This is an optimization exercise on Yosys and OpenROAD, whose aim is small area, not a production implementation.
Function was checked by simulation only, so behaviour that the tests miss may differ from the original.
Power and IR drop assume default switching activity.

--- flow/design.v ---
`timescale 1ns/100ps
`default_nettype none
module cpuTop #(
	parameter logic [15:0] resetPc = '0
) (
	input wire clk,
	input wire rst,
	input wire [15:0] instr,
	output logic [15:0] instrAddr,
	output logic [15:0] dataAddr,
	output logic [15:0] dataWrData,
	output logic dataWrite,
	output logic dataRead,
	input wire [15:0] dataRdData
);
	localparam logic [2:0] sClr = 3'd0;   
	localparam logic [2:0] sEx  = 3'd1;   
	localparam logic [2:0] sBr  = 3'd2;   
	localparam logic [2:0] sLw  = 3'd3;   
	localparam logic [2:0] sSw  = 3'd4;   
	localparam logic [2:0] sInc = 3'd5;   
	logic [2:0] state;
	logic [1:0] phase;
	logic [15:0] regs [1:15];
	logic [15:0] pc;
	logic [15:0] xr;        
	logic aluC, incC, eqF;
	wire [3:0] op = instr[15:12];
	wire [3:0] rd = instr[11:8];
	wire [3:0] rs1 = instr[7:4];
	wire [3:0] rs2 = instr[3:0];
	wire ex = (state == sEx);
	wire isAddi = (op == 4'b1001);
	wire isMem = (op[3:2] == 2'b00) & (op[1:0] == 2'b01 || op[1:0] == 2'b10);
	wire isLw = (op == 4'b0001);
	wire isJmp = (op == 4'b0011);
	wire isBr = (op[3:1] == 3'b010);
	wire isAluR = (op == 4'b1000) || (op == 4'b1011) || (op == 4'b1100) || (op == 4'b1111);
	logic [3:0] selA;
	always_comb begin
		if (ex && isMem) selA = {2'b10, instr[9:8]};
		else if ((ex && isAddi) || state == sBr) selA = rd;
		else selA = rs1;
	end
	wire [3:0] portA = (selA == 4'd0) ? 4'd0 : regs[selA][3:0];
	wire [3:0] portB = (rs2 == 4'd0) ? 4'd0 : regs[rs2][3:0];
	logic [3:0] pcNib, immNib;
	always_comb begin
		case (phase)
			2'd0: pcNib = pc[3:0];
			2'd1: pcNib = pc[7:4];
			2'd2: pcNib = pc[11:8];
			default: pcNib = pc[15:12];
		endcase
	end
	always_comb begin
		immNib = 4'd0;
		if (isJmp) begin
			case (phase)
				2'd0: immNib = instr[3:0];
				2'd1: immNib = instr[7:4];
				2'd2: immNib = instr[11:8];
				default: immNib = {4{instr[11]}};
			endcase
		end else if (isMem) begin
			case (phase)
				2'd0: immNib = {instr[2:0], 1'b0};
				2'd1: immNib = instr[6:3];
				default: immNib = {4{instr[7]}};
			endcase
		end else begin
			case (phase)
				2'd0: immNib = instr[3:0];
				2'd1: immNib = instr[7:4];
				default: immNib = {4{instr[7]}};
			endcase
		end
	end
	wire doSub = ex & (isAluR & (op == 4'b1100));
	wire doNand = ex & (op == 4'b1011);
	wire doOr = ex & (op == 4'b1111);
	wire [3:0] aluA = (ex && isJmp) ? pcNib : portA;
	logic [3:0] aluB;
	always_comb begin
		if (state == sBr) aluB = 4'd0;
		else if (ex && (isAluR || isBr)) aluB = portB;
		else aluB = immNib;
	end
	wire cin = (phase == 2'd0) ? (doSub | (ex & isJmp)) : aluC;
	wire [4:0] sum = {1'b0, aluA} + {1'b0, doSub ? ~aluB : aluB} + {4'd0, cin};
	logic [3:0] aluY;
	always_comb begin
		if (doNand) aluY = ~(aluA & aluB);
		else if (doOr) aluY = aluA | aluB;
		else aluY = sum[3:0];
	end
	wire eqNib = (aluA == aluB);
	wire eqAll = eqNib & ((phase == 2'd0) | eqF);
	wire taken = (op[0] ? !eqAll : eqAll);
	wire incCin = (phase == 2'd0) ? 1'b1 : incC;
	wire [4:0] inc = {1'b0, pcNib} + {4'd0, incCin};
	logic [3:0] wrNib;
	logic [15:0] wrEn;
	always_comb begin
		wrEn = '0;
		wrNib = aluY;
		case (state)
			sClr: begin
				wrEn = '1;
				wrNib = 4'd0;
			end
			sEx: if (isAluR || isAddi) wrEn[rd] = 1'b1;
			sLw: begin
				wrEn[{2'b11, instr[11:10]}] = 1'b1;
				case (phase)
					2'd0: wrNib = dataRdData[3:0];
					2'd1: wrNib = dataRdData[7:4];
					2'd2: wrNib = dataRdData[11:8];
					default: wrNib = dataRdData[15:12];
				endcase
			end
			default: ;
		endcase
	end
	always_ff @(posedge clk) begin
		for (int i = 1; i < 16; i++) begin
			regs[i] <= {wrEn[i] ? wrNib : regs[i][3:0], regs[i][15:4]};
		end
	end
	logic [3:0] xNib;
	always_comb begin
		case (phase)
			2'd0: xNib = resetPc[3:0];
			2'd1: xNib = resetPc[7:4];
			2'd2: xNib = resetPc[11:8];
			default: xNib = resetPc[15:12];
		endcase
		if (state == sClr) ;  
		else if ((ex && (isMem || isJmp)) || state == sBr) xNib = aluY;
		else xNib = inc[3:0];
	end
	wire holdX = (state == sLw);
	always_ff @(posedge clk) begin
		if (!holdX) xr <= {xNib, xr[15:4]};
		aluC <= sum[4];
		incC <= inc[4];
		eqF <= eqAll;
	end
	wire last = (phase == 2'd3);
	logic ldPc;
	logic [2:0] nextState;
	always_comb begin
		ldPc = 1'b0;
		nextState = sEx;
		case (state)
			sClr: ldPc = 1'b1;
			sEx: begin
				if (isMem) nextState = isLw ? sLw : sSw;
				else if (isBr && taken) nextState = sBr;
				else ldPc = 1'b1;
			end
			sLw: nextState = sInc;
			default: ldPc = 1'b1;
		endcase
	end
	always_ff @(posedge clk) begin
		if (last && ldPc) pc <= {xNib, xr[15:4]};
	end
	always_ff @(posedge clk or posedge rst) begin
		if (rst) begin
			state <= sClr;
			phase <= 2'd0;
		end else begin
			phase <= phase + 2'd1;
			if (last) state <= nextState;
		end
	end
	assign instrAddr = pc;
	assign dataAddr = xr;
	assign dataRead = (state == sLw);
	assign dataWrite = (state == sSw) && (phase == 2'd0);
	always_comb begin
		case (instr[11:10])
			2'd0: dataWrData = regs[12];
			2'd1: dataWrData = regs[13];
			2'd2: dataWrData = regs[14];
			default: dataWrData = regs[15];
		endcase
	end
endmodule
`default_nettype wire
--- flow/flow/run.sh ---
#!/bin/bash
# Own flow: the standard ORFS flow with three changes.
#  1. Synthesis is ORFS's own (synth_recipe.tcl via standard.sh) but its ABC step
#     uses flow/abc_area.script, an area-oriented mapping without ABC's
#     buffering and up-sizing, and adders are left to ABC (no ADDER_MAP_FILE). The registers are checked against the standard
#     synthesis; if they differ in any way, the standard netlist is used.
#  2. Port buffers are the smallest buffer, sky130_fd_sc_hd__buf_1.
#  3. Clock tree synthesis without dummy loads, with flow/cts_args.txt.
set -uo pipefail
W=$(pwd)
R=$W/orfs/results/$FLOW_PLATFORM/cpuTop/base

# 1. reference: the standard synthesis
bash standard.sh synth > $W/synth_standard.log 2>&1 || exit 1
cp $R/1_2_yosys.v $W/reference_1_2_yosys.v

# same synthesis scripts, own ABC script
cp -r $FLOW_HOME/scripts $W/myscripts
cp $W/flow/abc_area.script $W/myscripts/abc_area.script
rm -rf $W/orfs
if bash standard.sh synth SCRIPTS_DIR=$W/myscripts ADDER_MAP_FILE= > $W/synth_own.log 2>&1 \
	&& python3 $W/flow/cmpregs.py $W/reference_1_2_yosys.v $R/1_2_yosys.v > $W/cmpregs.log 2>&1; then
	echo "using own synthesis"
else
	echo "own synthesis unusable; using the standard synthesis"
	rm -rf $W/orfs
	bash standard.sh synth > $W/synth_standard2.log 2>&1 || exit 1
fi

CTS="$(cat $W/flow/cts_args.txt)"
bash standard.sh finish "BUFFER_PORTS_ARGS=-buffer_cell sky130_fd_sc_hd__buf_1" "CTS_ARGS=$CTS" > $W/layout.log 2>&1 || exit 1
ls -l $W/out
--- flow/flow/abc_area.script ---
strash
&get -n
&fraig -x
&put
scorr
dc2
dretime
strash
&get -n
&dch -f
&nf -R 1000 -F 5000 -A 5000
&put
--- flow/flow/cmpregs.py ---
#!/usr/bin/env python3
# Compare the registers (instance name and cell type, drive strength ignored)
# of two gate-level netlists; exit 1 if they differ.
import re, sys

def regs(path):
    text = open(path).read()
    out = {}
    for m in re.finditer(r'^\s*(sky130_fd_sc_hd__(\w+?)_\d+)\s+(\\\S+|\S+)\s*\(', text, re.M):
        base = m.group(2)
        if re.match(r'(df|edf|sdf|dl)', base):
            out[m.group(3)] = base
    return out

a, b = regs(sys.argv[1]), regs(sys.argv[2])
print(f"reference registers: {len(a)}, new: {len(b)}")
if a != b:
    for k in sorted(set(a) | set(b)):
        if a.get(k) != b.get(k):
            print("differs:", k, a.get(k), b.get(k))
    sys.exit(1)
print("registers match")
--- flow/flow/cts_args.txt ---
-sink_clustering_enable -repair_clock_nets -dont_use_dummy_load -buf_list sky130_fd_sc_hd__clkbuf_4 -sink_clustering_size 10 -sink_clustering_max_diameter 40
--- flow/standard.sh ---
#!/bin/bash
# synth_recipe.tcl (not shown) runs the flow's synth.tcl, then flattens the netlist and writes it again
# the make line also repeats each setting of config.mk as NAME=value (left out here)
make -C /OpenROAD-flow-scripts/flow DESIGN_CONFIG=/design/flow/config.mk WORK_HOME=/design/flow/orfs CLKGATE_MAP_FILE= SYNTH_SCRIPT=/design/flow/synth_recipe.tcl "${@:-finish}"
--- flow/config.mk ---
export PLATFORM = sky130hd
export DESIGN_NAME = cpuTop
export DESIGN_NICKNAME = cpuTop
export VERILOG_FILES = /design/flow/design.v
export SDC_FILE = /design/flow/constraint.sdc
export NUM_CORES = 4
export LEC_CHECK = 0
export ABC_AREA = 1
export CAP_MARGIN = 5
export CORE_MARGIN = 2
export CORE_UTILIZATION = 40
export GPL_TIMING_DRIVEN = 0
export SLEW_MARGIN = 5
--- flow/constraint.sdc ---
create_clock -name core_clock -period 10.0 [get_ports {clk}]
set_input_delay 2.0000 -clock core_clock [delete_from_list [all_inputs] [get_ports {clk}]]
set_output_delay 2.0000 -clock core_clock [all_outputs]
set_load 0.01 [all_outputs]
==> results_dict.tcl, run 1 <==
set metrics [dict create \
    crit_fanout 11 \
    worst_pin_slew_ns 1.29 \
    clkSinkCount 280 \
    wl_um 24100 \
    initial_utilization_pct 40.9 \
    syn_inst 808 \
    cpPeakStageDelay_ns 0.83 \
    fmax_ghz 0.126 \
    cts_buffers 37 \
    synth_seq_cells 280 \
    post-cts-setup-buffers 0 \
    dr.pass1.iters 6 \
    clock_latency_ns 0.65 \
    antenna_found_initial 1 \
    die_w_um 154 \
    stdcell_area_mm2 0.0100 \
    fillers 2098 \
    syn-num-nets 842 \
    pre_cts_ws_ns 1.59 \
    dp_hpwl_um 18000 \
    synth_cell_types 38 \
    ys_warn_count 18 \
    crit_type "input pin to flip-flop" \
    powerDensity_mw_per_mm2 303 \
    finClkSkew_ns 0.0814 \
    routabilityCongestion 0.938 \
    numPortBuffers 83 \
    rsz0062_at_grt "no" \
    viasPerCell 5.49 \
    die_area_mm2 0.0237 \
    crit_path_top_delay_cell "nor3_1" \
    syn2layout_area_growth_pct 11.5 \
    clockRootBuffer "clkbuf_4" \
    place_area_mm2 0.00973 \
    critical_path_arrival_ns 8.36 \
    ios 84 \
    drt_iter0_markers 568 \
    postCtsResizedCells 0 \
    leakagePower_uw 0.00380 \
    drc 0 \
    cp-end-kind "flip-flop" \
    path_cells "buf_1 -> xnor2_1 -> nor3_1 -> nand2_1 -> nand2_1 -> mux2i_1 -> or2_0 -> nor2_1 -> a222oi_1 -> nand4_1 -> o21ai_0 -> nor2_1 -> a21oi_1 -> xor2_1 -> nand2b_1 -> o21a_1 -> maj3_1 -> maj3_1 -> xnor2_1 -> o21ai_0 -> nand2_1 -> a22oi_2 -> buf_8 -> o21ai_0" \
    wire_per_inst_um 19.9 \
    synth_area_mm2 0.00898 \
    yosysSeqAreaShare_pct 66.3 \
    fp.dieH_um 154 \
    hp-class "flip-flop to flip-flop" \
    synth_ff_type "dfxtp_1" \
    critPathLaunchType "input pin" \
    synthArstFlopShare_pct 1.79 \
    finalSetupViolations 0 \
    ctsHoldBuffers 0 \
    post-route-min-period_ns 7.94 \
    cts_tree "done" \
    clockBufferDepth 3 \
    grt_pass1_vias 6465 \
    grt_pass1_wl_um 37100 \
    gr-total-overflow 0 \
    max-cap-violations 0 \
    fin_ws_ns 2.06 \
    post-route-period-util_pct 79.4 \
    vias 6669 \
    irDropWorstVdd_uv 128 \
    hold_viol_final 0 \
    synth-edff-count 32 \
    coreArea_mm2 0.0220 \
    avgSynthCellArea_um2 11.1 \
    grt_max_degree 19 \
    drive_gt1_share_pct 5.14 \
    required_ns 10.42 \
    path_clk_slew_ns 0.09 \
    fin_nets 970 \
    row_count 54 \
    ctsHtreeMaxLevel 2 \
    drtAntennaViolNets 0 \
    whs_ns 0.274 \
    track_usage_pct 20.4 \
    max-slew-margin-rel_pct 14.0 \
    total_power_uw 3040 \
    outcome "complete, no violations" \
    drv_slew 0 \
]
## layout by cell type, fill, tap and decap left out, drive strengths merged, types with 4 or more instances in the layout
cell,instances
nand2,95
clkinv,11
dfxtp,243
nor3b,4
dfrtp,5
nand3,7
xor2,9
nor2,83
nand4,12
clkbuf,37
edfxtp,32
o21ai,54
nor3,14
a21oi,68
a31oi,7
a222oi,23
nor2b,8
buf,89
mux2,16
a221oi,6
nand2b,7
xnor2,11
a22oi,42
a22o,10
o21a,5
a211oi,7
## per-stage QoR
| stage | util (%) | TNS [ns] | std cells |
|---|---|---|---|
| 2_1_floorplan | - | 0 | 808 |
| 3_3_place_gp | 43.9 | -17.95 | 1171 |
| 3_5_place_dp | 44.3 | 0 | 1177 |
| 4_1_cts | 45.6 | 0 | 1214 |
| 5_1_grt | 45.6 | 0 | 1215 |
| 6_report | 45.6 | 0 | 1215 |
## where the power goes
group	total [µW]	internal (µW)	switching [µW]
Combinational	625	228	397
Sequential	1920	1650	268
Clock	495	171	324
## layout make-up
type | instances | area, µm² | share of cell area, %
Clock buffer | 37 | 278 | 2.77
Timing Repair Buffer | 89 | 377 | 3.76
Tap cell | 280 | 350 | 3.50
Sequential cell | 280 | 5950 | 59.5
Multi-Input combinational cell | 517 | 3010 | 30.1
Inverter | 11 | 41.3 | 0.413
Antenna cell | 1 | 2.50 | 0.0250
## sequential cells by signal (all words and copies together) (netlist names)
signal,count
aluC,1
eqF,1
incC,1
pc,16
phase,2
regs,240
state,3
xr,16
## synth_stat cells, types with 4 or more instances
cell type  count  area, µm²
a21oi_1       68        340
nand4_1       12       75.1
nand3_1        7       35.0
o21a_1         5       37.5
nor2_1        83        312
nor3_1        14       70.1
a222oi_1      23        230
a31oi_1        7       43.8
dfxtp_1      243       4860
dfrtp_1        5        125
xnor2_1       11       96.3
a22o_1        10       87.6
nand2_1       95        357
clkinv_1      11       41.3
nand2b_1       7       43.8
a221oi_1       6       52.6
a211oi_1       7       52.6
edfxtp_1      32        961
a22oi_1       42        315
mux2_1        16        180
nor3b_1        4       30.0
nor2b_1        8       50.1
o21ai_0       54        270
xor2_1         9       78.8
## routing by layer
metal / routed length (µm) / GRT usage (%) / share of wire, %
met1: 11500 / 29.1 / 47
met2: 10500 / 30.9 / 43
met3: 1590 / 4.20 / 6.6
met4: 594 / 7.03 / 2.5
met5: 0 / 0 / 0
## logic make-up after synthesis
| group | synth area share [%] |
|---|---|
| fa+ha+maj | 0.334 |
| simple gates | 11.8 |
| xor+xnor | 1.95 |
| buf+inv | 0.460 |
| mux | 2.34 |
| flops | 66.3 |
| compound gates | 16.8 |
## critical path, delay by kind of cell
family | cells | cell delay [ns]
buffers and inverters | 2 | 0.45
AO/OA/AOI/OAI | 7 | 1.98
multiplexers | 1 | 0.40
XOR/XNOR | 3 | 0.55
AND/OR/NAND/NOR | 9 | 2.15
adder cells (fa/ha/maj) | 2 | 0.81
## path summary, 6_finish.rpt
path / start / to / slack, ns / depth (start not counted)
min in group asynchronous: rst / phase[0]$_DFF_PP0_ / 1.23 / 2
hold reg to reg: regs[8][4]$_DFF_P_ / regs[8][0]$_DFF_P_ / 0.27 / 0
setup / recovery: instr[12] / regs[8][15]$_DFF_P_ / 2.06 / 24
setup reg to reg: state[0]$_DFFE_PP0P_ / regs[8][15]$_DFF_P_ / 3.01 / 23
hold / removal: regs[8][4]$_DFF_P_ / regs[8][0]$_DFF_P_ / 0.27 / 0
max in group asynchronous: rst / state[1]$_DFFE_PP0P_ / 8.63 / 2
==> run 2, diff against run 1 <==
--- a/flow/flow/abc_area.script
+++ b/flow/flow/abc_area.script
@@ -12 +12,2 @@
 &put
+mfs3 -a
==> run 2 against run 1 <==
  * Still clean on timing, DRC and antenna
  * Synthesized cell count down 0.37%
  * First-iteration DRC count down 4.0%
  * Worst setup slack worse by 0.17 ns
  * Combinational power down 1%
  * Global-route usage down 0.067 points
  * Wire length up 0.61%
  * Clock skew up 0.0017 ns
  * Utilization up 0.11 points
  * Count of clock-buffer cells in the layout up 2
  * Largest power group unchanged
==> results_dict.tcl, run 2 <==
set metrics [dict create \
    antenna_found_initial 1 \
    fmax_ghz 0.123 \
    synth_most_common_cell "dfxtp_1" \
    syn_inst 805 \
    drt_iter0_markers 545 \
    cp-startpoint "instr[12]" \
    drv_slew 0 \
    grt_pass1_wl_um 37100 \
    dr.pass1.iters 7 \
    cts_buffers 39 \
    crit_buf_inv 2 \
    setup_tns_ns 0 \
    syn2layout_area_growth_pct 11.8 \
    clock_latency_ns 0.63 \
    cp-end-kind "flip-flop" \
    dp_cells 1174 \
    cts_tree "done" \
    r2r_cells 23 \
    fin_ws_ns 1.89 \
    fp.dieH_um 154 \
    grt_max_degree 19 \
    worst_pin_slew_ns 1.14 \
    gr-total-overflow 0 \
    netlist_top_cells_count "dfxtp_1, nand2_1, nor2_1" \
    drive_gt1_share_pct 5.68 \
    rrSetupSlack_ns 3.13 \
    die_w_um 154 \
    crit_path_top_delay_cell "nor3_1" \
    finalSetupViolations 0 \
    hold_viol_final 0 \
    finClkSkew_ns 0.0830 \
    synth_area_mm2 0.00895 \
    cp_top_family "simple AND/OR/NAND/NOR gates" \
    leakagePower_uw 0.00379 \
    grt_pass1_vias 6414 \
    stdcell_area_mm2 0.0100 \
    ios 84 \
    post-cts-setup-buffers 0 \
    synth-edff-count 32 \
    clockBufferDepth 3 \
    critPathLaunchType "input pin" \
    clockRootBuffer "clkbuf_4" \
    irDropWorstVdd_uv 137 \
    whs_ns 0.273 \
    regMostFlops "regs" \
    dp_hpwl_um 18200 \
    yosysSeqAreaShare_pct 66.5 \
    place_area_mm2 0.00970 \
    max-slew-margin-rel_pct 22.9 \
    track_usage_pct 20.3 \
    ys_warn_count 18 \
    cp.depth 23 \
    die_area_mm2 0.0236 \
    synth_ff_type "dfxtp_1" \
    postCtsResizedCells 0 \
    viasPerCell 5.44 \
    initial_utilization_pct 40.9 \
    crit_fanout 10 \
    outcome "complete, no violations" \
    ctsHoldBuffers 0 \
    routabilityCongestion 0.955 \
    largestRegisters "regs x240, pc x16, xr x16" \
    drc 0 \
    mostFrequentLayoutCell "dfxtp_1" \
    clkSinkCount 280 \
    post-route-min-period_ns 8.11 \
    synthTopCellsByArea "dfxtp_1, edfxtp_1, nand2_1, nor2_1, a21oi_1" \
    timing.rr.start "state[0]$_DFFE_PP0P_" \
    synthArstFlopShare_pct 1.79 \
    powerDensity_mw_per_mm2 308 \
    critical_path_arrival_ns 8.52 \
    r2r_end "regs[8][15]$_DFF_P_" \
    synth_seq_cells 280 \
    ctsHtreeMaxLevel 2 \
    vias 6615 \
    avgSynthCellArea_um2 11.1 \
    pre_cts_ws_ns 1.42 \
    crit_type "input pin to flip-flop" \
    max-cap-violations 0 \
    cp-endpoint "regs[8][15]$_DFF_P_" \
    rsz0062_at_grt "no" \
    largest_reg_flops 240 \
    hp-class "flip-flop to flip-flop" \
    drtAntennaViolNets 0 \
    syn-num-nets 839 \
    wl_um 24300 \
    numPortBuffers 83 \
    synth_top_area_share_pct 54.4 \
    path_cells "buf_1 -> xnor2_1 -> nor3_1 -> nand2_1 -> nand2_1 -> mux2i_1 -> or2_0 -> nor2_1 -> a222oi_1 -> nand4_1 -> o21ai_0 -> nor2_1 -> a21oi_1 -> xor2_1 -> mux2_1 -> maj3_1 -> maj3_1 -> xnor2_1 -> o21ai_0 -> nand2_1 -> a22oi_2 -> buf_8 -> o21ai_0" \
    wire_per_inst_um 20.0 \
    fin_nets 969 \
    row_count 54 \
    fin_cells 1215 \
    post-route-period-util_pct 81.1 \
    cpPeakStageDelay_ns 0.81 \
    final_cell_mix "dfxtp_1, nand2_1, nor2_1, buf_1, a21oi_1" \
    path_clk_slew_ns 0.10 \
    coreArea_mm2 0.0219 \
    yosys.area.top_type "dfxtp_1" \
    required_ns 10.41 \
    synth_cell_types 38 \
]
[run 2: cell count changes after synthesis, moves of 2 or more]
cell and delta:
a222oi_1 -2, nand2_1 -3, nor2_1 +6, o21a_1 -2, a21oi_1 -3, nand2b_1 +2
[run 2: worst min path at each step]
stage	startpoint	end	cells after the start
after global placement	regs[6][9]$_DFF_P_	regs[6][5]$_DFF_P_	0
after detailed placement	regs[10][13]$_DFF_P_	regs[10][9]$_DFF_P_	0
final	regs[9][4]$_DFF_P_	regs[9][0]$_DFF_P_	0
after floorplan	regs[10][4]$_DFF_P_	regs[10][0]$_DFF_P_	0
after CTS	regs[9][4]$_DFF_P_	regs[9][0]$_DFF_P_	0
after global routing	regs[4][11]$_DFF_P_	regs[4][7]$_DFF_P_	0
[run 2: worst register-to-register path, delay by kind of cell (launching register included)]
family	cells	cell delay, ns
and+or+nand+nor	10	2.17
AOI/OAI and AO/OA	6	1.79
muxes	2	0.82
adders and majority gates	2	0.82
DFF	1	0.46
xor gates and xnor gates	2	0.41
buffers and inverters	1	0.22
[run 2: cells by family after synthesis]
kind of cell	after synthesis	share of synthesized area (%)
flip-flops	280	66.5
AO/OA/AOI/OAI	226	16.4
buffers and inverters	12	0.503
adder cells (fa/ha/maj)	3	0.336
XOR/XNOR	20	1.96
AND/OR/NAND/NOR	244	11.8
multiplexers	20	2.48
[run 2: final cells by class]
cell class / instances / area, µm²
Antenna cell: 2 / 5.00
Clock buffer: 39 / 293
Fill cell: 2092 / 11900
Inverter: 12 / 45.0
Multi-Input combinational cell: 513 / 2980
Sequential cell: 280 / 5950
Tap cell: 280 / 350
Timing Repair Buffer: 89 / 377
[run 2: report_power, final]
part / leakage [µW] / total, µW / internal, µW / switching (µW)
registers: 0.00241 / 1950 / 1670 / 285
clock network: 0.000179 / 508 / 180 / 328
logic: 0.00120 / 617 / 230 / 388
[run 2: per-stage QoR]
step	power (µW)	util, %
floorplan	2210	-
global placement	2540	43.9
global route	3260	45.7
finish	3080	45.7
detailed placement	2590	44.3
CTS	3100	45.6
[run 2: layer usage]
metal / vias up / share of wire, % / track usage (%)
li1: 3203 / - / -
met1: 3091 / 47 / 29.1
met2: 269 / 44 / 30.1
met3: 52 / 6.7 / 4.23
met4: 0 / 3.0 / 8.08
met5: - / 0 / 0
==> run 3, diff against run 2 <==
--- a/flow/config.mk
+++ b/flow/config.mk
@@ -8,3 +8,3 @@
 export ABC_AREA = 1
-export CAP_MARGIN = 5
+export CAP_MARGIN = 0
 export CORE_MARGIN = 2
@@ -12,2 +12,2 @@
 export GPL_TIMING_DRIVEN = 0
-export SLEW_MARGIN = 5
+export SLEW_MARGIN = 0
==> run 3 against run 2 <==
  * Cell area shrank 0.30%
  * Die area did not move
  * Non-clock buffer count down 1
  * Via count up 0.42%
  * Critical path depth stayed put
  * Sequential cell count is the same
  * Sequential power about the same
  * First-iteration DRC count grew 14%
  * Synthesized cell count unchanged
  * Global-route usage rose by 0.058 points
  * Still clean
  * Critical endpoint is now regs[2][15]$_DFF_P_
==> results_dict.tcl, run 3 <==
set metrics [dict create \
    outcome "complete, no violations" \
    dr.pass1.iters 7 \
    crit_fanout 10 \
    postCtsResizedCells 0 \
    critPathLaunchType "input pin" \
    max-slew-margin-rel_pct 12.6 \
    final_cell_mix "dfxtp_1, nand2_1, nor2_1, buf_1, a21oi_1" \
    hold_viol_final 0 \
    ctsHtreeMaxLevel 2 \
    drv_slew 0 \
    dp_hpwl_um 18200 \
    crit_buf_inv 2 \
    avgSynthCellArea_um2 11.1 \
    synth_area_mm2 0.00895 \
    die_w_um 154 \
    ctsHoldBuffers 0 \
    wire_per_inst_um 20.1 \
    cp_top_family "simple AND/OR/NAND/NOR gates" \
    regMostFlops "regs" \
    irDropWorstVdd_uv 137 \
    gr-total-overflow 0 \
    synth_seq_cells 280 \
    grt_pass1_wl_um 37200 \
    synth_ff_type "dfxtp_1" \
    mostFrequentLayoutCell "dfxtp_1" \
    worst_pin_slew_ns 1.31 \
    synthTopCellsByArea "dfxtp_1, edfxtp_1, nand2_1, nor2_1, a21oi_1" \
    synth_most_common_cell "dfxtp_1" \
    drtAntennaViolNets 0 \
    seq_power_share_pct 63.4 \
    crit_type "input pin to flip-flop" \
    cpPeakStageDelay_ns 0.84 \
    vias 6643 \
    rsz0062_at_grt "no" \
    syn-num-nets 839 \
    antenna_found_initial 1 \
    intPower_uw 2070 \
    synth_top_area_share_pct 54.4 \
    ys_warn_count 18 \
    post-cts-setup-buffers 0 \
    path_common_cell "nand2_1" \
    clockRootBuffer "clkbuf_4" \
    syn_inst 805 \
    yosys.area.top_type "dfxtp_1" \
    clkSinkCount 280 \
    coreArea_mm2 0.0219 \
    post-route-period-util_pct 81.0 \
    ios 84 \
    powerDensity_mw_per_mm2 308 \
    cts_buffers 38 \
    routabilityCongestion 0.955 \
    grt_pass1_vias 6412 \
    max-cap-violations 0 \
    post-route-util_pct 45.6 \
    path_clk_slew_ns 0.10 \
    post-route-min-period_ns 8.10 \
    track_usage_pct 20.4 \
    finalSetupViolations 0 \
    viasPerCell 5.48 \
    clockPowerShare_pct 16.5 \
    drive_gt1_share_pct 5.16 \
    leakagePower_uw 0.00378 \
    path_cells "buf_1 -> xnor2_1 -> nor3_1 -> nand2_1 -> nand2_1 -> mux2i_1 -> or2_0 -> nor2_1 -> a222oi_1 -> nand4_1 -> o21ai_0 -> nor2_1 -> a21oi_1 -> xor2_1 -> mux2_1 -> maj3_1 -> maj3_1 -> xnor2_1 -> o21ai_0 -> nand2_1 -> a22oi_2 -> buf_8 -> a21oi_1" \
    fin_nets 967 \
    grt_max_degree 22 \
    hp-class "flip-flop to flip-flop" \
    power_switching_uw 1000 \
    wl_um 24400 \
    drc 0 \
    finClkSkew_ns 0.0722 \
    drt_iter0_markers 619 \
    fillers 2115 \
    fp.dieH_um 154 \
    critical_path_arrival_ns 8.51 \
    clock_latency_ns 0.63 \
    total_power_uw 3070 \
    syn2layout_area_growth_pct 11.5 \
    netlist_top_cells_count "dfxtp_1, nand2_1, nor2_1" \
    synth-edff-count 32 \
    cts_tree "done" \
    cp-end-kind "flip-flop" \
    clockBufferDepth 3 \
    largest_reg_flops 240 \
    synth_cell_types 38 \
    numPortBuffers 83 \
    largestRegisters "regs x240, pc x16, xr x16" \
    required_ns 10.41 \
    synthArstFlopShare_pct 1.79 \
    yosysSeqAreaShare_pct 66.5 \
    crit_path_top_delay_cell "nor3_1" \
    whs_ns 0.274 \
    fmax_ghz 0.123 \
    power.share.combinational_pct 20.1 \
    swShare_pct 32.6 \
    row_count 54 \
    initial_utilization_pct 40.9 \
    die_area_mm2 0.0236 \
]
[run 3: cell counts after synthesis]
Identical to the previous run, type by type.
[run 3: worst reg2reg max path: stages (launching register included)]
cell and delay (ns):
dfrtp_1 0.45, nor3b_1 0.72, nand3_1 0.14, nor2_1 0.18, nor2_1 0.11, nand2_1 0.18
mux2i_1 0.42, or2_0 0.26, nor2_1 0.15, a222oi_1 0.47, nand4_1 0.20, o21ai_0 0.22
nor2_1 0.10, a21oi_1 0.27, xor2_1 0.27, mux2_1 0.41, maj3_1 0.41, maj3_1 0.41
xnor2_1 0.14, o21ai_0 0.14, nand2_1 0.10, a22oi_2 0.52, buf_8 0.22, a21oi_1 0.09
[run 3: worst paths after layout]
check                                          start                   end  slack (ns)  depth (start not counted)
worst min-delay path              regs[9][4]$_DFF_P_    regs[9][0]$_DFF_P_        0.27                          0
worst max register to register  state[2]$_DFFE_PP0P_   regs[2][15]$_DFF_P_        3.20                         23
min in group asynchronous                        rst  state[2]$_DFFE_PP0P_        1.22                          2
worst max-delay path                       instr[12]   regs[2][15]$_DFF_P_        1.90                         23
worst min register to register    regs[9][4]$_DFF_P_    regs[9][0]$_DFF_P_        0.27                          0
max in group asynchronous                        rst  state[1]$_DFFE_PP0P_        8.63                          2
[run 3: cells by family after synthesis]
family	count (synthesis)	synth area share, %
and+or+nand+nor	244	11.8
adders and majority gates	3	0.336
xor gates and xnor gates	20	1.96
buffers and inverters	12	0.503
AOI/OAI and AO/OA	226	16.4
muxes	20	2.48
DFF	280	66.5
[run 3: through the flow]
stage,instances,setup WS (ns),area [µm²],TNS [ns]
after CTS,1211,2.03,9970,0
final,1213,1.90,9970,0
after detailed placement,1173,1.40,9680,0
after floorplan,805,1.52,8950,0
after global placement,1168,-1.34,9610,-21.42
after global routing,1213,1.45,9970,0
[run 3: per-layer routing]
layer	wire length [µm]	part of all wire [%]	global-route usage, %
met1	11400	46	29.0
met3	1670	6.9	3.83
met4	769	3.2	8.17
met2	10600	43	30.6
met5	0	0	0
[run 3: cell type report]
| cell class | instances | area, µm² | share of cell area (%) |
|---|---|---|---|
| Antenna cell | 2 | 5.00 | 0.0502 |
| Clock buffer | 38 | 285 | 2.86 |
| Timing Repair Buffer | 88 | 362 | 3.63 |
| Sequential cell | 280 | 5950 | 59.7 |
| Inverter | 12 | 45.0 | 0.452 |
| Multi-Input combinational cell | 513 | 2970 | 29.8 |
| Tap cell | 280 | 350 | 3.51 |
[run 3: power groups by stage]
stage	clock network, µW	registers, µW	logic, µW
2_1_floorplan	0	1850	364
3_3_place_gp	0	1960	577
3_5_place_dp	0	1970	619
4_1_cts	525	1950	623
5_1_grt	572	2000	682
6_report	507	1950	617
==> run 4, diff against run 3 <==
==> flow/flow/abc_area.script (replaced) <==
strash
&get -n
&fraig -x
&put
scorr
dc2
dretime
strash
&get -n
&dch -f
&nf
&put
==> flow/flow/cts_args.txt (replaced) <==
-sink_clustering_enable -repair_clock_nets -dont_use_dummy_load -root_buf sky130_fd_sc_hd__clkbuf_16 -buf_list sky130_fd_sc_hd__clkbuf_4 -sink_clustering_size 12 -sink_clustering_max_diameter 50
--- a/flow/config.mk
+++ b/flow/config.mk
@@ -8,3 +8,3 @@
 export ABC_AREA = 1
-export CAP_MARGIN = 0
+export CAP_MARGIN = 5
 export CORE_MARGIN = 2
@@ -12,2 +12,2 @@
 export GPL_TIMING_DRIVEN = 0
-export SLEW_MARGIN = 0
+export SLEW_MARGIN = 5
==> run 4 against run 3 <==
  * Cell area is 1.2% higher
  * Die area rose by 1.3%
  * Register-to-register slack got worse by 0.09 ns
  * Combinational power grew 5.8%
  * Sequential cell count unchanged
  * Sequential share of layout area shrank 0.72 points
  * Critical path type unchanged
  * Still clean
  * Hold slack about the same
==> results_dict.tcl, run 4 <==
set metrics [dict create \
    timing.rr.start "state[0]$_DFFE_PP0P_" \
    grt_pass1_vias 6344 \
    synth_top_area_share_pct 53.7 \
    die_area_mm2 0.0239 \
    crit_type "input pin to flip-flop" \
    ios 84 \
    ctsHtreeMaxLevel 1 \
    regMostFlops "regs" \
    drive_gt1_share_pct 4.54 \
    required_ns 10.21 \
    initial_utilization_pct 40.4 \
    yosysSeqAreaShare_pct 65.7 \
    drc 0 \
    avgSynthCellArea_um2 11.2 \
    drt_iter0_markers 626 \
    synth_cell_types 44 \
    wl_um 24000 \
    clkSinkCount 280 \
    fillers 2172 \
    coreArea_mm2 0.0224 \
    crit_buf_inv 2 \
    cp-startpoint "instr[12]" \
    max-slew-margin-rel_pct 10.9 \
    antenna_found_initial 0 \
    post-cts-setup-buffers 0 \
    ctsHoldBuffers 0 \
    whs_ns 0.274 \
    drv_slew 0 \
    synth_seq_cells 280 \
    track_usage_pct 19.9 \
    largest_reg_flops 240 \
    fin_nets 961 \
    clockBufferDepth 3 \
    vias 6772 \
    yosys.area.top_type "dfxtp_1" \
    hp-class "flip-flop to flip-flop" \
    path_clk_slew_ns 0.12 \
    synth_ff_type "dfxtp_1" \
    swShare_pct 32.3 \
    intPower_uw 2080 \
    crit_fanout 12 \
    fmax_ghz 0.128 \
    synth-edff-count 32 \
    seq_power_share_pct 62.6 \
    finClkSkew_ns 0.0686 \
    synth_area_mm2 0.00906 \
    final_cell_mix "dfxtp_1, nand2_1, buf_1, a21oi_1, nor2_1" \
    diodes 0 \
    clock_latency_ns 0.51 \
    syn-num-nets 841 \
    post-route-min-period_ns 7.81 \
    power.share.combinational_pct 21.3 \
    worst_pin_slew_ns 1.33 \
    syn_inst 807 \
    row_count 55 \
    cp-end-kind "flip-flop" \
    dp_hpwl_um 17600 \
    min_from "regs[8][5]$_DFF_P_" \
    fin_cells 1210 \
    crit_path_top_delay_cell "mux2i_1" \
    grt_max_degree 20 \
    synth_most_common_cell "dfxtp_1" \
    gr-total-overflow 0 \
    ys_warn_count 18 \
    post-route-period-util_pct 78.1 \
    finalSetupViolations 0 \
    cpPeakStageDelay_ns 0.78 \
    max-cap-violations 0 \
    outcome "complete, no violations" \
    syn2layout_area_growth_pct 11.4 \
    irDropWorstVdd_uv 122 \
    clockPowerShare_pct 16.1 \
    rsz0062_at_grt "no" \
    powerDensity_mw_per_mm2 304 \
    postCtsResizedCells 0 \
    cts_tree "done" \
    leakagePower_uw 0.00378 \
    die_w_um 155 \
    cp_top_family "compound AO/OA/AOI/OAI gates" \
    synthArstFlopShare_pct 1.79 \
    mostFrequentLayoutCell "dfxtp_1" \
    critPathLaunchType "input pin" \
    largestRegisters "regs x240, pc x16, xr x16" \
    hold_viol_final 0 \
    drtAntennaViolNets 0 \
    fp.dieH_um 155 \
    cts_buffers 29 \
    grt_pass1_wl_um 36800 \
    wire_per_inst_um 19.9 \
    dp_cells 1180 \
    viasPerCell 5.60 \
    synthTopCellsByArea "dfxtp_1, edfxtp_1, a21oi_1, nand2_1, a22oi_1" \
    path_cells "buf_1 -> nor4bb_1 -> a21oi_1 -> nand2_1 -> mux2i_1 -> nor3_1 -> a22o_1 -> a2111oi_0 -> nand4_1 -> a221oi_1 -> nor2_1 -> a21oi_1 -> xnor2_1 -> nor4_1 -> xnor2_1 -> nor2_1 -> a2111oi_2 -> buf_4" \
    critical_path_arrival_ns 8.02 \
    dr.pass1.iters 6 \
    numPortBuffers 83 \
    routabilityCongestion 0.960 \
    clockRootBuffer "clkbuf_16" \
    power_switching_uw 992 \
    netlist_top_cells_count "dfxtp_1, nand2_1, nor2_1" \
]
## run 4: changes by cell type in the layout (fill, tap and decap cells not counted), moves of 3 or more
cell / before / now
a21oi_1: 65 / 69
nand4_1: 12 / 8
clkbuf_4: 38 / 26
nand2b_1: 9 / 6
a221oi_1: 6 / 11
nor3_1: 13 / 22
clkbuf_16: 0 / 3
nor2_1: 88 / 68
or3b_1: 0 / 3
nand2_1: 92 / 86
xor2_1: 8 / 11
a211oi_1: 7 / 4
## run 4: area by class of cell
type | instances | area, µm² | share of cell area, %
well taps | 285 | 357 | 3.53
inverters | 10 | 37.5 | 0.372
multi-input cells | 517 | 3100 | 30.8
flip-flops and latches | 280 | 5950 | 58.9
clock buffers | 29 | 270 | 2.68
repair buffers | 89 | 375 | 3.72
## run 4: per-layer routing
layer,wire length [µm],vias up,GRT usage (%)
met5,0,-,0
met4,649,0,6.88
met3,1780,44,3.25
met2,10600,302,30.7
met1,11000,3201,28.4
li1,-,3225,-
## run 4: path summary, 6_finish.rpt
check,slack [ns],end,cells after the start
min in group asynchronous,1.34,state[1]$_DFFE_PP0P_,2
max in group asynchronous,8.50,state[2]$_DFFE_PP0P_,2
min,0.27,regs[8][1]$_DFF_P_,0
min reg2reg,0.27,regs[8][1]$_DFF_P_,0
max reg2reg,3.11,pc[0]$_DFFE_PP_,17
max,2.19,pc[0]$_DFFE_PP_,18
## run 4: logic make-up (layout without fill, tap and decap cells)
family	Yosys count	in the layout	share of synthesized area [%]
AND/OR/NAND/NOR	234	234	11.7
multiplexers	23	23	2.79
flip-flops	280	280	65.7
adder cells (fa/ha/maj)	3	3	0.331
XOR/XNOR	22	22	2.13
buffers and inverters	10	128	0.414
AO/OA/AOI/OAI	235	235	17.0
## run 4: stage by stage
step           TNS (ns)  power [µW]  instance area, µm²  utilization (%)  worst slack, ns
3_3_place_gp     -21.78        2530                9730             43.4            -1.36
2_1_floorplan         0        2220                9060                -             1.41
3_5_place_dp          0        2590                9810             43.7             1.80
5_1_grt               0        3250               10100             45.0             1.71
4_1_cts               0        3090               10100             45.0             2.31
6_report              0        3070               10100             45.0             2.19
## run 4: power by group through the flow
stage	combinational (µW)	clock [µW]	sequential, µW
finish	653	495	1920
floorplan	384	0	1830
global route	718	560	1970
detailed placement	652	0	1940
global placement	602	0	1920
CTS	657	515	1920
==> run 5, diff against run 4 <==
==> flow/flow/abc_area.script (replaced) <==
strash
&get -n
&fraig -x
&put
scorr
dc2
dretime
strash
&get -n
&dch -f
&nf -R 1000 -F 5000 -A 5000
&put
==> flow/flow/cts_args.txt (replaced) <==
-sink_clustering_enable -repair_clock_nets -dont_use_dummy_load -buf_list sky130_fd_sc_hd__clkbuf_8 -sink_clustering_size 16 -sink_clustering_max_diameter 40
==> run 5 against run 4 <==
  * Maximum frequency decreased by 3.6%
  * Clock power increased by 19%
  * First-iteration DRC count decreased by 3.7%
  * Via count decreased by 1.7%
  * Critical path type unchanged
  * Largest cell class unchanged
==> results_dict.tcl, run 5 <==
set metrics [dict create \
    outcome "complete, no violations" \
    dr.pass1.iters 8 \
    grt_pass1_wl_um 37000 \
    hp-class "flip-flop to flip-flop" \
    yosys.area.top_type "dfxtp_1" \
    worst_pin_slew_ns 1.27 \
    clock_latency_ns 0.59 \
    drtAntennaViolNets 0 \
    row_count 54 \
    synth_ff_type "dfxtp_1" \
    finClkSkew_ns 0.0947 \
    synth_cell_types 38 \
    numPortBuffers 83 \
    post-route-min-period_ns 8.10 \
    largestRegisters "regs x240, pc x16, xr x16" \
    drv_slew 0 \
    grt_pass1_vias 6441 \
    synthArstFlopShare_pct 1.79 \
    finalSetupViolations 0 \
    ys_warn_count 18 \
    met1_usage_pct 29.1 \
    synth_top_area_share_pct 54.2 \
    critical_path_arrival_ns 8.46 \
    synth-edff-count 32 \
    cts_tree "done" \
    hold_viol_final 0 \
    yosysSeqAreaShare_pct 66.3 \
    fp.dieH_um 154 \
    syn2layout_area_growth_pct 12.8 \
    netlist_top_cells_count "dfxtp_1, nand2_1, nor2_1" \
    max-slew-margin-rel_pct 15.0 \
    clockBufferDepth 3 \
    coreArea_mm2 0.0220 \
    postCtsResizedCells 0 \
    post-route-period-util_pct 81.0 \
    clockRootBuffer "clkbuf_8" \
    gr-total-overflow 0 \
    track_usage_pct 20.2 \
    total_power_uw 3130 \
    mostFrequentLayoutCell "dfxtp_1" \
    cts_buffers 29 \
    critPathLaunchType "input pin" \
    synth_most_common_cell "dfxtp_1" \
    pre_cts_ws_ns 1.59 \
    ctsHtreeMaxLevel 1 \
    setup_tns_ns 0 \
    die_area_mm2 0.0237 \
    leakagePower_uw 0.00383 \
    use_met2_pct 31.1 \
    vias 6656 \
    initial_utilization_pct 40.9 \
    drc 0 \
    largest_reg_flops 240 \
    place_area_mm2 0.00973 \
    syn-num-nets 842 \
    avgSynthCellArea_um2 11.1 \
    grt_max_degree 19 \
    ctsHoldBuffers 0 \
    powerDensity_mw_per_mm2 309 \
    wire_per_inst_um 20.1 \
    post-cts-setup-buffers 0 \
    use_met3_pct 3.21 \
    path_clk_slew_ns 0.09 \
    drt_iter0_markers 603 \
    top_usage_layer "met2" \
    viasPerCell 5.52 \
    crit_fanout 11 \
    final_cell_mix "dfxtp_1, nand2_1, buf_1, nor2_1, a21oi_1" \
    fin_ws_ns 1.90 \
    wl_um 24300 \
    required_ns 10.35 \
    synth_seq_cells 280 \
    crit_type "input pin to flip-flop" \
    clkSinkCount 280 \
    diodes 0 \
    drive_gt1_share_pct 4.32 \
    rsz0062_at_grt "no" \
    cp-end-kind "flip-flop" \
    die_w_um 154 \
    max-cap-violations 0 \
    routabilityCongestion 0.938 \
    fin_nets 962 \
    synth_area_mm2 0.00898 \
    fmax_ghz 0.123 \
    ios 84 \
    antenna_found_initial 0 \
    regMostFlops "regs" \
    syn_inst 808 \
    synthTopCellsByArea "dfxtp_1, edfxtp_1, nand2_1, a21oi_1, a22oi_1" \
    stdcell_area_mm2 0.0101 \
    dp_hpwl_um 18000 \
    whs_ns 0.275 \
    irDropWorstVdd_uv 123 \
]
## run 5: final timing paths
| check | from | slack, ns | cells past startpoint | end |
|---|---|---|---|---|
| min | regs[9][4]$_DFF_P_ | 0.28 | 0 | regs[9][0]$_DFF_P_ |
| min in group asynchronous | rst | 1.31 | 2 | phase[0]$_DFF_PP0_ |
| min reg2reg | regs[9][4]$_DFF_P_ | 0.28 | 0 | regs[9][0]$_DFF_P_ |
| max in group asynchronous | rst | 8.54 | 2 | state[1]$_DFFE_PP0P_ |
| max | instr[12] | 1.90 | 24 | regs[8][15]$_DFF_P_ |
| max reg2reg | state[2]$_DFFE_PP0P_ | 2.93 | 23 | regs[8][15]$_DFF_P_ |
## run 5: power breakdown
part,internal [µW],switching (µW)
clock network,256,333
logic,228,399
registers,1650,269
## run 5: stage by stage
step	util [%]	cells
2_1_floorplan	-	808
4_1_cts	46.1	1206
5_1_grt	46.1	1206
6_report	46.1	1206
3_5_place_dp	44.3	1177
3_3_place_gp	43.9	1171
## run 5: logic make-up after synthesis
logic type	after synthesis	share of synthesized area [%]
DFF	280	66.3
and+or+nand+nor	243	11.8
AOI/OAI and AO/OA	232	16.8
xor gates and xnor gates	20	1.95
muxes	19	2.34
buffers and inverters	11	0.460
adders and majority gates	3	0.334
## run 5: cell type report
type	instances	area, µm²
fill	2072	11800
sequential	280	5950
multi-input combinational	517	3010
clock buffer	29	399
timing repair buffer	89	377
tap	280	350
inverter	11	41.3
## run 5: critical path, cell delays in order
cell	delay, ns
buf_1	0.24
xnor2_1	0.14
nor3_1	0.82
nand2_1	0.22
nand2_1	0.18
mux2i_1	0.41
or2_0	0.27
nor2_1	0.15
a222oi_1	0.54
nand4_1	0.23
o21ai_0	0.23
nor2_1	0.08
a21oi_1	0.33
xor2_1	0.26
nand2b_1	0.08
o21a_1	0.13
maj3_1	0.40
maj3_1	0.41
xnor2_1	0.15
o21ai_0	0.18
nand2_1	0.15
a22oi_2	0.52
buf_8	0.22
o21ai_0	0.10
## run 5: layer usage
layer	vias up	part of all wire (%)
met1	3152	47
li1	3178	-
met3	48	6.7
met2	278	43
met5	-	0
met4	0	2.6
==> run 6, diff against run 5 <==
--- a/flow/flow/abc_area.script
+++ b/flow/flow/abc_area.script
@@ -12 +12,2 @@
 &put
+mfs3 -a
==> flow/flow/cts_args.txt (replaced) <==
-sink_clustering_enable -repair_clock_nets -dont_use_dummy_load -buf_list sky130_fd_sc_hd__clkbuf_4 -sink_clustering_size 11 -sink_clustering_max_diameter 40
==> run 6 against run 5 <==
  * Critical endpoint unchanged
  * Register-to-register slack improved by 0.20 ns
  * Worst setup slack got worse by 0.0068 ns
  * Still clean
  * Combinational power decreased by 1%
  * Power decreased by 2.3%
  * Global-route usage increased by 0.18 points
  * Wire length about the same
  * Critical path depth unchanged
==> results_dict.tcl, run 6 <==
set metrics [dict create \
    outcome "complete, no violations" \
    die_w_um 154 \
    max-cap-violations 0 \
    routabilityCongestion 0.955 \
    final_cell_mix "dfxtp_1, nand2_1, nor2_1, buf_1, a21oi_1" \
    post-route-min-period_ns 8.11 \
    post-route-period-util_pct 81.1 \
    cp-end-kind "flip-flop" \
    synth_ff_type "dfxtp_1" \
    avgSynthCellArea_um2 11.1 \
    viasPerCell 5.47 \
    gr-total-overflow 0 \
    pre_cts_ws_ns 1.42 \
    max-slew-margin-rel_pct 23.1 \
    synthTopCellsByArea "dfxtp_1, edfxtp_1, nand2_1, nor2_1, a21oi_1" \
    postCtsResizedCells 0 \
    vias 6634 \
    multiInputGateArea_mm2 0.00298 \
    use_met2_pct 30.2 \
    powerDensity_mw_per_mm2 307 \
    yosys.area.top_type "dfxtp_1" \
    whs_ns 0.252 \
    rsz0062_at_grt "no" \
    r2r_cells 24 \
    die_area_mm2 0.0236 \
    drtAntennaViolNets 0 \
    grt_pass1_vias 6400 \
    regMostFlops "regs" \
    synthArstFlopShare_pct 1.79 \
    crit_type "input pin to flip-flop" \
    drv_slew 0 \
    path_clk_slew_ns 0.11 \
    layout.area.seq_mm2 0.00595 \
    synth_cell_types 38 \
    netlist_top_cells_count "dfxtp_1, nand2_1, nor2_1" \
    row_count 54 \
    worst_pin_slew_ns 1.15 \
    synth_top_area_share_pct 54.4 \
    met1_usage_pct 29.2 \
    synth-edff-count 32 \
    ctsHoldBuffers 0 \
    min_from "regs[4][11]$_DFF_P_" \
    hold_depth 0 \
    use_met3_pct 4.00 \
    clockRootBuffer "clkbuf_4" \
    largest_reg_flops 240 \
    synth_area_mm2 0.00895 \
    cts_tree "done" \
    clockBufferDepth 3 \
    hp-class "flip-flop to flip-flop" \
    finalSetupViolations 0 \
    ios 84 \
    required_ns 10.40 \
    post-cts-setup-buffers 0 \
    antenna_found_initial 1 \
    irDropWorstVdd_uv 150 \
    syn2layout_area_growth_pct 11.6 \
    setup_tns_ns 0 \
    drt_iter0_markers 535 \
    wl_um 24300 \
    dp_hpwl_um 18200 \
    syn-num-nets 839 \
    initial_utilization_pct 40.9 \
    stdcell_area_mm2 0.00998 \
    track_usage_pct 20.4 \
    yosysSeqAreaShare_pct 66.5 \
    cp-startpoint "instr[12]" \
    dr.pass1.iters 7 \
    critPathLaunchType "input pin" \
    fmax_ghz 0.123 \
    synth_seq_cells 280 \
    leakagePower_uw 0.00377 \
    fin_nets 966 \
    clock_latency_ns 0.63 \
    numPortBuffers 83 \
    syn_inst 805 \
    fillers 2082 \
    coreArea_mm2 0.0219 \
    fp.dieH_um 154 \
    ys_warn_count 18 \
    grt_max_degree 19 \
    wire_per_inst_um 20.0 \
    crit_fanout 10 \
    clkSinkCount 280 \
    cts_buffers 36 \
    drive_gt1_share_pct 5.38 \
    synth_most_common_cell "dfxtp_1" \
    fin_ws_ns 1.89 \
    top_usage_layer "met2" \
    mostFrequentLayoutCell "dfxtp_1" \
    drc 0 \
    place_area_mm2 0.00970 \
    largestRegisters "regs x240, pc x16, xr x16" \
    timing.rr.start "state[2]$_DFFE_PP0P_" \
    ctsHtreeMaxLevel 2 \
    hold_viol_final 0 \
    finClkSkew_ns 0.0802 \
    grt_pass1_wl_um 37100 \
    critical_path_arrival_ns 8.51 \
]
-- run 6: metrics by stage --
stage | cells | utilization, % | power [µW]
after floorplan | 805 | - | 2210
after global placement | 1168 | 43.9 | 2540
after detailed placement | 1174 | 44.3 | 2590
after CTS | 1210 | 45.5 | 3090
after global routing | 1212 | 45.6 | 3250
final | 1212 | 45.6 | 3060
-- run 6: cells by family (layout without fill, tap and decap cells) --
kind of cell	Yosys count	after routing	share of synthesized area [%]
buf+inv	12	137	0.503
fa+ha+maj	3	3	0.336
xor+xnor	20	20	1.96
other cells	0	2	0
mux	20	20	2.48
simple gates	244	244	11.8
flops	280	280	66.5
compound gates	226	226	16.4
-- run 6: critical path, cell delays in order --
cell	delay, ns
buf_1	0.27
xnor2_1	0.14
nor3_1	0.82
nand2_1	0.28
nand2_1	0.18
mux2i_1	0.42
or2_0	0.26
nor2_1	0.14
a22o_1	0.28
a221oi_1	0.22
nand3_1	0.19
o21ai_0	0.23
nor2_1	0.11
a21oi_1	0.28
xor2_1	0.27
mux2_1	0.40
maj3_1	0.41
maj3_1	0.41
xnor2_1	0.14
o21ai_0	0.16
nand2_1	0.11
a22oi_2	0.49
buf_8	0.22
o21ai_0	0.10
-- run 6: cell type report --
class                      instances  share of cell area [%]
inverter                          12                   0.451
multi-input combinational        513                    29.9
antenna                            2                  0.0502
sequential                       280                    59.6
timing repair buffer              89                    3.77
clock buffer                      36                    2.71
tap                              280                    3.51
-- run 6: path summary, 6_finish.rpt --
kind | endpoint | slack [ns]
max | regs[8][15]$_DFF_P_ | 1.89
min | regs[4][7]$_DFF_P_ | 0.25
max reg2reg | regs[8][15]$_DFF_P_ | 3.13
min reg2reg | regs[4][7]$_DFF_P_ | 0.25
max in group asynchronous | phase[0]$_DFF_PP0_ | 8.61
min in group asynchronous | state[2]$_DFFE_PP0P_ | 1.23
-- run 6: where the power goes --
group	switching [µW]	leakage, µW	internal, µW	total (µW)
registers	286	0.00241	1670	1950
logic	389	0.00120	230	619
clock network	325	0.000166	167	492
total	999	0.00377	2060	3060
-- run 6: routing by layer --
metal  up-vias  share of wire, %
li1       3197                 -
met1      3113                47
met2       269                43
met3        55               6.9
met4         0               3.2
met5         -                 0
==> run 7, diff against run 6 <==
--- a/flow/config.mk
+++ b/flow/config.mk
@@ -8,6 +8,7 @@
 export ABC_AREA = 1
-export CAP_MARGIN = 5
+export CAP_MARGIN = 0
 export CORE_MARGIN = 2
-export CORE_UTILIZATION = 40
+export CORE_UTILIZATION = 55
 export GPL_TIMING_DRIVEN = 0
-export SLEW_MARGIN = 5
+export PLACE_DENSITY = 0.65
+export SLEW_MARGIN = 0
==> run 7 against run 6 <==
  * Critical path type unchanged
  * Cell area decreased by 1.0%
  * Count of clock-buffer cells in the layout decreased by 1
  * First-iteration DRC count up 48%
  * Sequential power is essentially flat
  * Global-route usage is 8.9 points higher
  * Hold slack better by 0.021 ns
  * Power up 0.63%
  * Non-clock buffer count unchanged
  * Utilization increased by 17 points
  * Die area is 27% lower
  * Clock skew is 0.022 ns lower
  * Register-to-register slack worse by 0.19 ns
==> results_dict.tcl, run 7 <==
set metrics [dict create \
    post-route-min-period_ns 8.36 \
    irDropWorstVdd_uv 207 \
    drc 0 \
    worst_pin_slew_ns 1.39 \
    synthArstFlopShare_pct 1.79 \
    timing.rr.start "state[2]$_DFFE_PP0P_" \
    wl_um 25100 \
    max-slew-margin-rel_pct 7.44 \
    postCtsResizedCells 0 \
    cp-end-kind "flip-flop" \
    min_to "regs[11][10]$_DFF_P_" \
    clock_latency_ns 0.61 \
    leakagePower_uw 0.00377 \
    wire_per_inst_um 21.9 \
    powerDensity_mw_per_mm2 312 \
    drive_gt1_share_pct 4.84 \
    final_cell_mix "dfxtp_1, nand2_1, nor2_1, buf_1, a21oi_1" \
    fmax_ghz 0.120 \
    drt_iter0_markers 791 \
    r2r_cells 24 \
    dp_hpwl_um 19000 \
    crit_type "input pin to flip-flop" \
    crit_fanout 10 \
    ctsHoldBuffers 0 \
    grt_pass1_vias 6761 \
    syn-num-nets 839 \
    synth_seq_cells 280 \
    synth-edff-count 32 \
    critPathLaunchType "input pin" \
    synth_most_common_cell "dfxtp_1" \
    yosysSeqAreaShare_pct 66.5 \
    ios 84 \
    synth_top_area_share_pct 54.4 \
    clkSinkCount 280 \
    fp.dieH_um 132 \
    outcome "complete, no violations" \
    mostFrequentLayoutCell "dfxtp_1" \
    post-route-period-util_pct 83.6 \
    die_area_mm2 0.0173 \
    min_from "regs[11][14]$_DFF_P_" \
    viasPerCell 6.01 \
    gr-total-overflow 0 \
    grt_pass1_wl_um 38700 \
    row_count 46 \
    track_usage_pct 29.2 \
    drtAntennaViolNets 0 \
    clockBufferDepth 3 \
    stdcell_area_mm2 0.00988 \
    netlist_top_cells_count "dfxtp_1, nand2_1, nor2_1" \
    r2r_end "regs[8][15]$_DFF_P_" \
    largestRegisters "regs x240, pc x16, xr x16" \
    die_w_um 132 \
    largest_reg_flops 240 \
    post-cts-setup-buffers 0 \
    finalSetupViolations 0 \
    avgSynthCellArea_um2 11.1 \
    finClkSkew_ns 0.0582 \
    syn_inst 805 \
    ctsHtreeMaxLevel 2 \
    dr.pass1.iters 8 \
    yosys.area.top_type "dfxtp_1" \
    drv_slew 0 \
    antenna_found_initial 1 \
    hp-class "flip-flop to flip-flop" \
    hold_viol_final 0 \
    cts_tree "done" \
    synth_ff_type "dfxtp_1" \
    synth_area_mm2 0.00895 \
    critical_path_arrival_ns 8.80 \
    grt_max_degree 19 \
    total_power_uw 3080 \
    max-cap-violations 0 \
    place_area_mm2 0.00961 \
    clockRootBuffer "clkbuf_4" \
    numPortBuffers 83 \
    fin_nets 965 \
    routabilityCongestion 0.961 \
    syn2layout_area_growth_pct 10.4 \
    rrSetupSlack_ns 2.94 \
    regMostFlops "regs" \
    rsz0062_at_grt "no" \
    required_ns 10.43 \
    vias 6892 \
    hold_depth 0 \
    initial_utilization_pct 56.3 \
    synth_cell_types 38 \
    synthTopCellsByArea "dfxtp_1, edfxtp_1, nand2_1, nor2_1, a21oi_1" \
    path_clk_slew_ns 0.10 \
    coreArea_mm2 0.0159 \
    ys_warn_count 18 \
    cts_buffers 35 \
]
[run 7: through the flow]
step           worst slack [ns]  setup TNS, ns  hold slack [ns]  util [%]  instances
2_1_floorplan              1.52              0            0.310         -        805
3_3_place_gp              -1.33         -21.23            0.311      60.0       1104
3_5_place_dp               1.24              0            0.312      60.5       1110
4_1_cts                    1.88              0            0.275      62.2       1145
5_1_grt                    1.33              0            0.270      62.2       1146
6_report                   1.64              0            0.273      62.2       1146
[run 7: how the worst max path moves through the flow]
stage                     endpoint  slack, ns  depth (start not counted)  startpoint
2_1_floorplan      pc[0]$_DFFE_PP_       1.52                         17   instr[13]
3_3_place_gp      pc[13]$_DFFE_PP_      -1.33                         18   instr[12]
3_5_place_dp   regs[8][15]$_DFF_P_       1.24                         24   instr[12]
4_1_cts        regs[8][15]$_DFF_P_       1.88                         24   instr[12]
5_1_grt        regs[8][15]$_DFF_P_       1.33                         24   instr[12]
6_report       regs[8][15]$_DFF_P_       1.64                         24   instr[13]
[run 7: cell type report]
| class | count | area [µm²] |
|---|---|---|
| multi-input combinational | 513 | 2970 |
| timing repair buffer | 89 | 374 |
| tap | 216 | 270 |
| fill | 1308 | 6010 |
| inverter | 12 | 45.0 |
| antenna | 1 | 2.50 |
| sequential | 280 | 5950 |
| clock buffer | 35 | 263 |
[run 7: cell families (layout without fill, tap and decap cells)]
group / after synthesis / after routing / share of synthesized area (%)
other: 0 / 1 / 0
and+or+nand+nor: 244 / 244 / 11.8
DFF: 280 / 280 / 66.5
AOI/OAI and AO/OA: 226 / 226 / 16.4
muxes: 20 / 20 / 2.48
adders and majority gates: 3 / 3 / 0.336
xor gates and xnor gates: 20 / 20 / 1.96
buffers and inverters: 12 / 136 / 0.503
[run 7: critical path, stage by stage]
cell and delay, ns:
buf_1 0.27, xnor2_1 0.14, nor3_1 0.78, nand2_1 0.27, nand2_1 0.18, mux2i_1 0.42
or2_0 0.27, nor2_1 0.16, a22o_1 0.30, a221oi_1 0.33, nand3_1 0.19, o21ai_0 0.23
nor2_1 0.11, a21oi_1 0.28, xor2_1 0.28, mux2_1 0.39, maj3_1 0.41, maj3_1 0.41
xnor2_1 0.14, o21ai_0 0.16, nand2_1 0.14, a22oi_2 0.55, buf_6 0.24, o21ai_0 0.12
[run 7: where the power goes]
part | total (µW) | switching, µW | internal, µW
Combinational | 628 | 398 | 230
Sequential | 1970 | 303 | 1670
Clock | 483 | 321 | 162
[run 7: routing by layer]
metal  vias to the layer above  track usage (%)  share of wire [%]
li1                       3197                -                  -
met1                      3307             38.6                 42
met2                       322             46.5                 46
met3                        66             6.25                7.6
met4                         0             13.0                3.9
met5                         -                0                  0
==> run 8, diff against run 7 <==
--- a/flow/config.mk
+++ b/flow/config.mk
@@ -10,5 +10,4 @@
 export CORE_MARGIN = 2
-export CORE_UTILIZATION = 55
+export CORE_UTILIZATION = 40
 export GPL_TIMING_DRIVEN = 0
-export PLACE_DENSITY = 0.65
 export SLEW_MARGIN = 0
==> run 8 against run 7 <==
  * Via count down 3.9%
  * Die area up 36%
  * Critical path depth down 1
  * Global-route usage down 8.9 points
  * Final cell count up 5.8%
  * Sequential cell count unchanged
  * Utilization down 17 points
  * Largest cell class unchanged
  * Non-clock buffer count down 1
  * Combinational power down 1%
  * Clock power up 3%
  * Clock skew up 0.014 ns
==> results_dict.tcl, run 8 <==
set metrics [dict create \
    gr-total-overflow 0 \
    r2r_end "regs[2][15]$_DFF_P_" \
    track_usage_pct 20.4 \
    clockBufferDepth 3 \
    outcome "complete, no violations" \
    power.share.combinational_pct 20.2 \
    postCtsResizedCells 0 \
    drtAntennaViolNets 0 \
    ys_warn_count 18 \
    vias 6625 \
    regMostFlops "regs" \
    yosysSeqAreaShare_pct 66.5 \
    fmax_ghz 0.122 \
    viasPerCell 5.47 \
    netlist_top_cells_count "dfxtp_1, nand2_1, nor2_1" \
    hp-class "flip-flop to flip-flop" \
    finalSetupViolations 0 \
    drt_iter0_markers 614 \
    syn2layout_area_growth_pct 11.4 \
    die_w_um 154 \
    coreArea_mm2 0.0219 \
    grt_pass1_vias 6382 \
    synth_top_area_share_pct 54.4 \
    grt_max_degree 22 \
    swShare_pct 32.6 \
    rsz0062_at_grt "no" \
    synthTopCellsByArea "dfxtp_1, edfxtp_1, nand2_1, nor2_1, a21oi_1" \
    powerDensity_mw_per_mm2 308 \
    seq_power_share_pct 63.5 \
    ios 84 \
    synth_compound_area_share_pct 16.4 \
    r2r_cells 23 \
    post-route-period-util_pct 81.9 \
    timing.rr.start "state[2]$_DFFE_PP0P_" \
    post-cts-setup-buffers 0 \
    leakagePower_uw 0.00377 \
    synth_area_mm2 0.00895 \
    synth_top_family_by_area "compound AO/OA/AOI/OAI gates" \
    synth-edff-count 32 \
    mostFrequentLayoutCell "dfxtp_1" \
    fin_cells 1212 \
    finClkSkew_ns 0.0719 \
    largest_reg_flops 240 \
    clockPowerShare_pct 16.3 \
    yosys.area_share.simple_pct 11.8 \
    dr.pass1.iters 8 \
    synth_most_common_cell "dfxtp_1" \
    critPathLaunchType "input pin" \
    clockRootBuffer "clkbuf_4" \
    cp-end-kind "flip-flop" \
    synth_cell_types 38 \
    drive_gt1_share_pct 5.05 \
    drv_slew 0 \
    wire_per_inst_um 20.1 \
    routabilityCongestion 0.955 \
    required_ns 10.38 \
    max-cap-violations 0 \
    dp_hpwl_um 18200 \
    crit_fanout 10 \
    irDropWorstVdd_uv 179 \
    power_switching_uw 1000 \
    max-slew-margin-rel_pct 13.1 \
    post-route-min-period_ns 8.19 \
    antenna_found_initial 1 \
    crit_type "input pin to flip-flop" \
    intPower_uw 2070 \
    syn-num-nets 839 \
    synth_ff_type "dfxtp_1" \
    dp_cells 1173 \
    fin_nets 966 \
    numPortBuffers 83 \
    yosys.area_share.xor_xnor_pct 1.96 \
    cts_buffers 37 \
    final_cell_mix "dfxtp_1, nand2_1, nor2_1, buf_1, a21oi_1" \
    clock_latency_ns 0.62 \
    fillers 2114 \
    drc 0 \
    synth_fa_ha_area_share_pct 0.336 \
    muxShareOfSynthArea_pct 2.48 \
    critical_path_arrival_ns 8.57 \
    avgSynthCellArea_um2 11.1 \
    syn_inst 805 \
    fp.dieH_um 154 \
    ctsHtreeMaxLevel 2 \
    yosys.area.top_type "dfxtp_1" \
    die_area_mm2 0.0236 \
    hold_viol_final 0 \
    initial_utilization_pct 40.9 \
    clkSinkCount 280 \
    cts_tree "done" \
    synth_seq_cells 280 \
    synthArstFlopShare_pct 1.79 \
    cp-endpoint "regs[2][15]$_DFF_P_" \
    ctsHoldBuffers 0 \
    rrSetupSlack_ns 3.09 \
    wl_um 24400 \
    largestRegisters "regs x240, pc x16, xr x16" \
    path_clk_slew_ns 0.11 \
    post-route-util_pct 45.5 \
    cp-startpoint "instr[12]" \
    row_count 54 \
    grt_pass1_wl_um 37200 \
    worst_pin_slew_ns 1.30 \
]
[run 8: worst min-delay path by stage]
stage	depth (start not counted)	slack, ns	end	from
6_report	0	0.25	regs[4][7]$_DFF_P_	regs[4][11]$_DFF_P_
2_1_floorplan	0	0.31	regs[10][0]$_DFF_P_	regs[10][4]$_DFF_P_
4_1_cts	0	0.26	regs[4][7]$_DFF_P_	regs[4][11]$_DFF_P_
5_1_grt	0	0.25	regs[4][7]$_DFF_P_	regs[4][11]$_DFF_P_
3_5_place_dp	0	0.31	regs[10][9]$_DFF_P_	regs[10][13]$_DFF_P_
3_3_place_gp	0	0.31	regs[6][5]$_DFF_P_	regs[6][9]$_DFF_P_
[run 8: layout make-up]
type | count | area [µm²] | area share (%)
flip-flops and latches | 280 | 5950 | 59.7
multi-input cells | 513 | 2970 | 29.8
repair buffers | 88 | 362 | 3.63
well taps | 280 | 350 | 3.52
clock buffers | 37 | 278 | 2.79
inverters | 12 | 45.0 | 0.452
diodes | 2 | 5.00 | 0.0502
[run 8: metrics by stage]
| stage | area (µm²) | hold WS (ns) | setup WS [ns] | setup TNS (ns) | total power [µW] |
|---|---|---|---|---|---|
| floorplan | 8950 | 0.310 | 1.52 | 0 | 2210 |
| detailed placement | 9680 | 0.312 | 1.40 | 0 | 2590 |
| CTS | 9960 | 0.256 | 2.01 | 0 | 3090 |
| global route | 9960 | 0.249 | 1.43 | 0 | 3250 |
| finish | 9960 | 0.255 | 1.81 | 0 | 3070 |
| global placement | 9610 | 0.310 | -1.34 | -21.42 | 2540 |
[run 8: cell families (layout without fill, tap and decap cells)]
kind of cell | count (synthesis) | in the layout
and+or+nand+nor | 244 | 244
AOI/OAI and AO/OA | 226 | 226
other | 0 | 2
adders and majority gates | 3 | 3
xor gates and xnor gates | 20 | 20
muxes | 20 | 20
buffers and inverters | 12 | 137
DFF | 280 | 280
[run 8: worst max-delay path: stages]
cell and delay (ns):
buf_1 0.27, xnor2_1 0.14, nor3_1 0.85, nand2_1 0.28
nand2_1 0.18, mux2i_1 0.43, or2_0 0.26, nor2_1 0.16
a222oi_1 0.48, nand4_1 0.20, o21ai_0 0.21, nor2_1 0.10
a21oi_1 0.27, xor2_1 0.27, mux2_1 0.41, maj3_1 0.41
maj3_1 0.41, xnor2_1 0.14, o21ai_0 0.14, nand2_1 0.10
a22oi_2 0.52, buf_8 0.22, a21oi_1 0.08
[run 8: metal layers]
metal | routed length (µm) | track usage (%) | vias up
met4 | 833 | 8.08 | 0
met1 | 11500 | 28.9 | 3134
met2 | 10600 | 30.8 | 252
met3 | 1470 | 3.95 | 58
li1 | - | - | 3181
met5 | 0 | 0 | -
[run 8: power groups by stage]
| stage | registers, µW | clock network [µW] | logic, µW |
|---|---|---|---|
| finish | 1950 | 499 | 620 |
| global route | 2000 | 567 | 682 |
| CTS | 1950 | 522 | 623 |
| detailed placement | 1970 | 0 | 619 |
| global placement | 1960 | 0 | 577 |
| floorplan | 1850 | 0 | 364 |

==> port drivers added, routing unchanged <==
No port has a modelled driver above. Below, the same layouts with a new extraction and two added sets of constraints. Step 1, drivers: a clkbuf_16 drives clk and a buf_2 each remaining input, both assumed. Step 2 adds t to the input delays and takes it off the output delays; t is the mean of the earliest and latest rising clock arrival at the registers after step 1. Input paths then give back, and output paths get back, about the clock's delay inside the block. Slacks: no drivers / after step 1 / after step 2; pairs: no drivers / after step 1.
run	shift t [ns]	setup WS [ns]	slew at the worst register clock pin (ns)
run 1	0.627	2.061 / 2.063 / 1.436	0.10 / 0.10
run 2	0.625	1.892 / 1.890 / 1.264	0.10 / 0.10
run 3	0.632	1.901 / 1.906 / 1.274	0.11 / 0.11
run 4	0.522	2.189 / 2.185 / 1.664	0.12 / 0.12
run 5	0.592	1.898 / 1.904 / 1.313	0.09 / 0.09
run 6	0.625	1.891 / 1.888 / 1.263	0.11 / 0.11
run 7	0.615	1.636 / 1.621 / 1.007	0.11 / 0.11
run 8	0.621	1.811 / 1.816 / 1.196	0.11 / 0.11
After both steps setup and hold are still met in every run listed. For run 7, which loses most, drivers alone change the setup slack by -0.015 ns; drivers and shift together by -0.629 ns.
